This design comes from an exercise in tuning for small area and a short achievable clock period on the open sky130 flow, not from production work.
Where RTL was checked, it was by simulation tests only, not by an equivalence proof against the original.
No activity file was given, so power comes from the tool's default toggle rates.

Design fp16_fma_top, start of the top module:
module fp16_fma_top (
    input  logic        clk,
    input  logic        rst_n,
    input  logic        in_valid,
    input  logic [15:0] a,
    input  logic [15:0] b,
    input  logic [15:0] c,
    output logic [15:0] result,
    output logic        out_valid
);
Size in the first run: about 2300 cells after synthesis, ~68 I/O pins, roughly 22000 sq um of cells after synthesis.
export LEC_CHECK = 0
export CAP_MARGIN = 20
export CORE_MARGIN = 2
export CORE_UTILIZATION = 65
export PLACE_DENSITY = 0.75
export SETUP_SLACK_MARGIN = 4.8
export SLEW_MARGIN = 20
create_clock -name core_clock -period 8.0 [get_ports {clk}]
run.sh (not shown) runs the stock make flow with config.mk's settings and CLKGATE_MAP_FILE= SYNTH_SCRIPT=/design/flow/synth_recipe.tcl, a recipe that flattens the netlist after the stock synthesis.
The baseline completed with no timing, DRC or antenna violations.
==> next run, changes <==
- CORE_UTILIZATION: 65 -> 40
- PLACE_DENSITY: 0.75 -> not set
- SETUP_SLACK_MARGIN: 4.8 -> 5.0
After rerunning:
- cell area rose by about 5%
- core utilization fell by 27 points
- synthesized area does not change
- total power rose by about 3%
- wire length grows by about 3.5%
- cell count goes up by 11%
- via count rose by 0.55%
- global-route usage goes down by 11 points
- setup slack is better by 0.17 ns
- flip-flop and latch count stays the same
- hold slack is better by 0.0099 ns
==> next run, changes <==
- SETUP_SLACK_MARGIN: 5.0 -> 4.8
=> Synthesized area does not change; hold slack gets better by 0.0045 ns; sequential share of layout area climbs by 0.97 points; flip-flop and latch count is unchanged; total power fell by 1.1%; final area shrinks by 3.4%; global-route usage barely changes; synthesized cell count does not change; critical path depth increases by 1; clock power is about the same; non-clock buffer count fell by 56.
==> next run, changes <==
- SETUP_SLACK_MARGIN: 4.8 -> 4.5
After rerunning:
- combinational power came out lower by about 3%
- non-clock buffer count shrinks by 16
- count of clock-buffer cells in the layout is higher by 4
- synthesized cell count is unchanged
- utilization fell by 0.68 points
- die area is unchanged
- total power is lower by 1.9%
- first-iteration DRC count fell by 20%
- worst setup slack gets worse by 0.24 ns
- sequential power hardly moves
- sequential cell count is unchanged
No run of this note included a check of the RTL's function; only the layout flow was run.

========
run A:
Another version of the RTL of fp16_fma_top (not shown whole).
Size: about 2300 cells after synthesis, about 68 I/O pins, ~21000 µm² of cells after synthesis.
clock: 8.0 ns
lec_check: 0
cap_margin: 20
core_margin: 2
core_utilization: 40
cts_buf_list: sky130_fd_sc_hd__clkbuf_4 sky130_fd_sc_hd__clkbuf_8
setup_slack_margin: 4.8
slew_margin: 20
The following lists how run B was set up differently from run A:
- CTS_BUF_LIST removed (was sky130_fd_sc_hd__clkbuf_4 sky130_fd_sc_hd__clkbuf_8)
- CTS_CLUSTER_DIAMETER newly set to 100
- CTS_CLUSTER_SIZE newly set to 28
### Flow results
From run A to run B the numbers moved as follows: final-layout clock buffer total shrank by 83; measured slew at the worst slew-check pin grew by 0.0067 ns; via total after detailed routing shrank by 341; upper clock frequency limit held steady.
When run B is set beside run A, its routed wire length on met2 turns out to be 410 µm smaller.
In run B the relative area of clock buffers and inverters in the final design turned out 3.2 points lower than in run A.
The cell area reported for run B is smaller than that of run A by 810 µm².
Run A → run B: global-route track usage on met2 did not really move; wire length went down; final worst setup slack went up.
What run C does differently from run B at the input level:
- setting ABC_AREA to 1 for the first time
--- outcome ---
Run B vs run C, critical path launch point: s2_fa[4] vs s2_fb[7]. Run B ended up with sky130_fd_sc_hd__dfxtp_1 as its most common cell after layout, fill and taps aside; run C ended up with sky130_fd_sc_hd__nand2_1. Looking at full die area across both flows, run C is the stronger of the two, with run B trailing. Run B tops out at a lower clock frequency than run C. Run C vs. run B: utilization after layout went up 1.4 points, routed wire length rose about 4%, worst setup slack moved up, worst-margin pin slew now smaller.
### run C -> run D
- CTS_CLUSTER_DIAMETER: 100 -> unset
- CORE_UTILIZATION: 40 -> 65
- ABC_AREA: 1 -> unset
- SETUP_SLACK_MARGIN: 4.8 -> 5.0
- CTS_CLUSTER_SIZE: 28 -> unset
- PLACE_DENSITY: unset -> 0.75
==> comparison <==
Flip-flop and latch power: run D > run C. Post-synthesis share of cell area spent on and, or, nand and nor gates for run D: 3.6 points down relative to run C. [compare] base=run C new=run D: maximum vdd ir drop went up, cell area went up, met3 wire length went up, post-route non-filler standard cell count went down. Run D ended up with a lower number of cells after detailed placement than run C did. Compared with run C, in run D headroom to the max-slew limit saw a decrease; hold slack saw a decrease. Taking run D as 1.0, run C lands at 1.6 on area enclosed by the die boundary. Run C reports its worst setup path startpoint as s2_fb[7] while run D reports s2_fa[3].
Input-level comparison between run E and run D:
- setting ABC_AREA to 1 for the first time
- removing PLACE_DENSITY (formerly 0.75)
- setting CTS_CLUSTER_DIAMETER to 100 for the first time
- changing CORE_UTILIZATION from 65 to 40
- setting CTS_CLUSTER_SIZE to 28 for the first time
Results
Compare run D and run E | cell count after synthesis lower: run D. Against run D, setup slack in run E came out better. Taking run D as the reference, in run E clock network fraction of design power went down by 7.8 points; switching power as a share of total power went up by 5.0 points; normalized max-slew margin went up by 4.6 points; global-route usage went down by 11 points. Of run D and run E, the run reporting the higher final non-filler cell total was run E. Relative to run D, the required arrival time at the worst endpoint of run E is higher by 0.02 ns. Looking at length of routed wiring on met1, run E sits above run D.

========
Setup of the reference run:
fp16_fma_top again, from the RTL that the note above started with.
==> flow/config.mk <==
export PLATFORM = sky130hd
export DESIGN_NAME = fp16_fma_top
export DESIGN_NICKNAME = fp16_fma_top
export VERILOG_FILES = /design/flow/design.v
export SDC_FILE = /design/flow/constraint.sdc
export NUM_CORES = 4
export LEC_CHECK = 0
export CAP_MARGIN = 20
export CORE_MARGIN = 2
export CORE_UTILIZATION = 40
export CTS_CLUSTER_DIAMETER = 100
export CTS_CLUSTER_SIZE = 20
export SETUP_SLACK_MARGIN = 4.8
export SLEW_MARGIN = 20
==> flow/constraint.sdc <==
create_clock -name core_clock -period 8.0 [get_ports {clk}]
set_input_delay 1.6000 -clock core_clock [delete_from_list [all_inputs] [get_ports {clk}]]
set_output_delay 1.6000 -clock core_clock [all_outputs]
set_load 0.01 [all_outputs]
Relative to the reference run, the following input files were edited for the trial run:
- an added ABC_AREA of 1
- a change of CTS_CLUSTER_SIZE from 20 to 28
- a change of SETUP_SLACK_MARGIN from 4.8 to 4.6
==> comparison <==
Per the comparison of the trial run with the reference run, design area shrank by 140 µm², shortest clock period the worst path allows after layout grew by 0.0072 ns.
Compared with the reference run, the trial run shows a total routing usage reported by global routing that is 1.2 points higher.
The trial run vs. the reference run: number of buffers and inverters on the critical path increased by 2 relative to the old numbers, synthesized cell count increased by 472 relative to the old numbers.

static timing again, ports no longer ideal:
In the flow no input, the clock included, has a driving cell. The finished layouts below were timed again as built, in two steps. Step 1 sets driving cells, clkbuf_16 on the clock port and buf_2 on the other inputs (assumed; they add their load-dependent delay and slew). Step 2 times the ports against the registers' clock, not the clock port: input delays grow and output delays shrink by t, the midpoint of the rising clock arrivals with the driver on. a / b / c = ideal / step 1 / step 2; a / b = the first two.
run	shift t [ns]	setup WS [ns]	worst slew at a driven data input, ns
the first run of note 1	0.588	4.663 / 4.663 / 4.263	0.06
the second run of note 1	0.631	4.835 / 4.835 / 4.406	0.04
the third run of note 1	0.621	4.768 / 4.768 / 4.238	0.05
the fourth run of note 1	0.644	4.526 / 4.526 / 3.954	0.05
run A	0.671	4.700 / 4.700 / 4.189	0.05
run B	0.599	4.709 / 4.709 / 4.258	0.05
run C	0.601	4.796 / 4.796 / 4.294	0.04
run D	0.594	4.738 / 4.738 / 4.444	0.05
run E	0.611	4.839 / 4.839 / 4.314	0.06
the reference run	0.607	4.690 / 4.690 / 4.237	0.05
the trial run	0.603	4.682 / 4.689 / 4.085	0.06
After both steps every run listed still meets setup and hold. For the trial run, which loses most, drivers alone change the setup slack by +0.007 ns; drivers and shift together by -0.597 ns.
